From an optimization exercise on the open Yosys and OpenROAD flow, aimed at a short achievable clock period and few clock cycles; shortcuts taken in it are not production practice. Function was checked by simulation only, so behaviour that the tests miss may differ from the original. Power is estimated from default activity; no workload was simulated.

// cpu4_mc_datapath
module cpu4_mc_datapath #(
    parameter logic [31:0] RESET_PC        = 32'h0000_0000,
    parameter bit          HALT_ON_ILLEGAL = 1'b1,
    parameter int          NREGS           = 32
) (
    input  logic        clk,
    input  logic        resetn,
    output logic        mem_req,
    output logic        mem_we,
    output logic [31:0] mem_addr,
    output logic [31:0] mem_wdata,
    input  logic [31:0] mem_rdata,
    input  logic        mem_ready,
    output logic [31:0] pc,
    output logic [3:0]  state,
    output logic        halted
);
    localparam logic [5:0] OP_R = 6'h00, OP_J = 6'h02, OP_BEQ = 6'h04,
                           OP_ADDI = 6'h08, OP_LW = 6'h23, OP_SW = 6'h2B;
    localparam logic [5:0] F_ADD = 6'h20, F_SUB = 6'h22, F_AND = 6'h24,
                           F_OR = 6'h25, F_SLT = 6'h2A;
    logic [31:0] rf [1:31];
    logic [31:0] pc_r;           
    logic        req_r, halt_r;
    logic [31:0] btgt_r, jt_r;
    logic [15:0] mlo_r;          
    logic        m_c16;          
    logic        s_m, s_t, s_j, s_p;
    logic        s_b;            
    logic        x_mem, x_sw, x_ld, x_wen, x_agen;
    logic [15:0] x_imm;
    logic        x_sub, x_and, x_or, x_slt;
    logic [4:0]  x_dst;
    logic [31:0] a, b;
    logic [5:0]  d_op, d_fn;
    logic [4:0]  d_rs, d_rt, d_rd;
    logic        d_r, d_addi, d_lw, d_sw, d_beq, d_j, d_ill;
    logic [31:0] d_simm;
    assign d_op   = mem_rdata[31:26];
  ...
Size: about 15000 cells after synthesis, about 140 I/O pins, roughly 0.12 sq mm of cells after synthesis.
export LEC_CHECK = 0
export CAP_MARGIN = 20
export CORE_MARGIN = 2
export CORE_UTILIZATION = 45
export PLACE_DENSITY = 0.6
export SETUP_SLACK_MARGIN = 5
export SLEW_MARGIN = 20
export SYNTH_HIERARCHICAL = 1
create_clock -name core_clock -period 10.0 [get_ports {clk}]
standard.sh (not shown) runs the stock make flow with config.mk's settings and CLKGATE_MAP_FILE= SYNTH_SCRIPT=/design/flow/synth_recipe.tcl, a recipe that flattens the netlist after the stock synthesis.
==> flow/flow/run.sh <==
#!/bin/bash
# Layout flow: the standard flow (standard.sh), run unchanged for
# synthesis, then for the layout with one change: the input and output port
# buffers are plain buf_4 cells (the resizer may still size them), where the
# default port buffering picks delay cells (clkdlybuf4s50, dlygate) that add
# about 0.3 ns to every path through a port. Each step's full output is kept
# in a log file in this folder.
set -euo pipefail
bash standard.sh synth > synth.log 2>&1
bash standard.sh "BUFFER_PORTS_ARGS=-buffer_cell sky130_fd_sc_hd__buf_4" finish > layout.log 2>&1
test -s out/final.def
Testbench counts at the start, summed over its fixed seeds: cycles 24,774.
Next try:
--- a/flow/design.v
+++ b/flow/design.v
@@ -19,19 +19,19 @@
                            OP_ADDI = 6'h08, OP_LW = 6'h23, OP_SW = 6'h2B;
     localparam logic [5:0] F_ADD = 6'h20, F_SUB = 6'h22, F_AND = 6'h24,
                            F_OR = 6'h25, F_SLT = 6'h2A;
     logic [31:0] rf [1:31];
     logic [31:0] pc_r;           
     logic        req_r, halt_r;
     logic [31:0] btgt_r, jt_r;
     logic [15:0] mlo_r;          
     logic        m_c16;          
-    logic        s_m, s_t, s_j, s_p;
+    logic        s_m, s_j, s_p;
     logic        s_b;            
     logic        x_mem, x_sw, x_ld, x_wen, x_agen;
     logic [15:0] x_imm;
     logic        x_sub, x_and, x_or, x_slt;
     logic [4:0]  x_dst;
     logic [31:0] a, b;
     logic [5:0]  d_op, d_fn;
     logic [4:0]  d_rs, d_rt, d_rd;
     logic        d_r, d_addi, d_lw, d_sw, d_beq, d_j, d_ill;
@@ -51,24 +51,22 @@
     assign d_j    = (d_op == OP_J);
     assign d_ill  = !(d_r || d_addi || d_lw || d_sw || d_beq || d_j);
     logic [31:0] alu;
     cpu4_alu u_alu (.a(a), .b(b), .op_sub(x_sub), .op_and(x_and), .op_or(x_or), .op_slt(x_slt),
                     .y(alu));
     logic [15:0] a_inc, a_dec;   
     logic [15:0] g_inc, g_dec;
     cpu4_incdec16 u_incdec (.x(a[31:16]), .inc(g_inc), .dec(g_dec));
     logic [7:0] x_e8;
-    logic [3:0] x_eq, t_effq, p_effq;
+    logic [3:0] t_effq, p_effq;
     logic       t_eff, p_eff;
     for (genvar q = 0; q < 4; q++) begin : g_eq
-        cpu4_and8 u_eq (.a(x_e8), .y(x_eq[q]));
-        assign t_effq[q] = s_t || (s_b && x_eq[q]);
-        assign p_effq[q] = s_p || (s_b && !x_eq[q]);
+        cpu4_brsel u_br (.s_b(s_b), .s_p(s_p), .e(x_e8), .t(t_effq[q]), .p(p_effq[q]));
     end
     assign t_eff = t_effq[0];
     assign p_eff = p_effq[0];
     logic s_mi, s_md, s_ms;
     assign s_mi = s_m && m_c16 && !x_imm[15];
     assign s_md = s_m && !m_c16 && x_imm[15];
     assign s_ms = s_m && (m_c16 == x_imm[15]);
     assign mem_req   = req_r;
     assign mem_we    = x_sw;
@@ -152,19 +150,19 @@
             halt_r <= 1'b0;
             pc_r   <= RESET_PC;
             mlo_r  <= '0;
             a_inc  <= '0;
             x_e8   <= '0;
             a_dec  <= '0;
             m_c16  <= 1'b0;
             btgt_r <= '0;
             jt_r   <= '0;
-            s_m    <= 1'b0; s_t <= 1'b0; s_j <= 1'b0; s_p <= 1'b1; s_b <= 1'b0;
+            s_m    <= 1'b0; s_j <= 1'b0; s_p <= 1'b1; s_b <= 1'b0;
             x_mem  <= 1'b0; x_sw <= 1'b0; x_ld <= 1'b0; x_wen <= 1'b0; x_agen <= 1'b0;
             x_sub  <= 1'b0; x_and <= 1'b0; x_or <= 1'b0; x_slt <= 1'b0;
             x_dst  <= '0;
             x_imm  <= '0;
             a      <= '0;
             b      <= '0;
         end else begin
             req_r <= !halt_r && !(fetch_done && ((d_ill && HALT_ON_ILLEGAL) || d_agen));
             if (x_agen) begin
@@ -181,47 +179,41 @@
             end
             if (fetch_go) begin
                 mlo_r <= f_lo;
                 m_c16 <= f_c16;
                 a_inc <= f_inc;
                 a_dec <= f_dec;
                 x_imm <= mem_rdata[15:0];
                 a     <= ra;
                 b     <= d_addi ? d_simm : rb;
-                x_e8  <= f_e8;
             end
             if (fetch_done) begin
                 halt_r <= d_ill && HALT_ON_ILLEGAL;
                 pc_r   <= pcn;
                 btgt_r <= btgt;
                 jt_r   <= jtgt;
                 s_m    <= d_mem;
-                s_t    <= 1'b0;
+                x_e8   <= f_e8;
                 s_b    <= d_beq;
                 s_j    <= d_j;
                 s_p    <= !(d_mem || d_j || d_beq);
                 x_mem  <= d_mem;
                 x_agen <= d_agen;
                 x_sw   <= d_sw;
                 x_ld   <= d_lw && (d_rt != 5'd0);
                 x_wen  <= (d_r && d_rd != 5'd0) || (d_addi && d_rt != 5'd0);
                 x_sub  <= d_r && d_fn == F_SUB;
                 x_and  <= d_r && d_fn == F_AND;
                 x_or   <= d_r && d_fn == F_OR;
                 x_slt  <= d_r && d_fn == F_SLT;
                 x_dst  <= d_r ? d_rd : d_rt;
             end else begin
                 x_wen <= 1'b0;
-                if (fetch_go) begin
-                    s_t <= t_eff;
-                    s_p <= p_eff;
-                    s_b <= 1'b0;
-                end
             end
         end
     end
 endmodule
 module cpu4_pg #(parameter int W = 32) (
     input  logic [W-1:0] x,
     input  logic [W-1:0] y,
     output logic [W-1:0] g,
     output logic [W-1:0] p
@@ -316,23 +308,27 @@
     cpu4_nand2w #(W) u_o  (.a(n0), .b(n1), .y(o));
 endmodule
 module cpu4_eqnib (
     input  logic [31:0] a,
     input  logic [31:0] b,
     output logic [7:0]  e
 );
     always_comb for (int k = 0; k < 8; k++) e[k] = (a[4*k +: 4] == b[4*k +: 4]);
 endmodule
-module cpu4_and8 (
-    input  logic [7:0] a,
-    output logic       y
+module cpu4_brsel (
+    input  logic       s_b,
+    input  logic       s_p,
+    input  logic [7:0] e,
+    output logic       t,
+    output logic       p
 );
-    assign y = &a;
+    assign t = s_b && (&e);
+    assign p = s_p || (s_b && !(&e));
 endmodule
 module cpu4_alu (
     input  logic [31:0] a,
     input  logic [31:0] b,
     input  logic        op_sub,
     input  logic        op_and,
     input  logic        op_or,
     input  logic        op_slt,
     output logic [31:0] y
=> Cell count came out higher by a few percent. Fmax came out higher by a few percent. Synthesized cell count came out higher by a few percent. Worst setup slack gains 0.13 ns. Cell area came out higher by a few percent. Routed wire length came out higher by a little under a tenth. Power came out higher by about a fifth. Global-route usage came out higher by 1.6 points.
Testbench counts after the change, summed over its fixed seeds: cycles 24,774.

-- what the ideal ports hide --
The flow's constraints put no driver on any port. The routed layouts listed below were extracted and timed again, unchanged, in two steps. Step 1: set_driving_cell puts a clkbuf_16 on clk and a buf_2 on each other input, an assumption about the parent block. Step 2 moves the port delays by t, midway between the first and last clock arrival at a register: inputs arrive t later, outputs are due t later. That takes back most of the time a late clock gives input paths. a / b / c = ideal / step 1 / step 2; a / b = the first two.
| run | shift t [ns] | setup slack, ns | slew at the worst register clock pin (ns) | worst slew at a driven data input, ns | pins driven straight from the clock port |
|---|---|---|---|---|---|
| the first run | 0.981 | 4.717 / 4.803 / 3.822 | 0.07 / 0.07 | 0.14 | 1 |
| the second run | 1.012 | 4.849 / 4.742 / 3.941 | 0.07 / 0.07 | 0.10 | 1 |
After both steps every run listed still meets setup and hold. For the second run, which loses most, drivers alone change the setup slack by -0.107 ns; drivers and shift together by -0.908 ns.
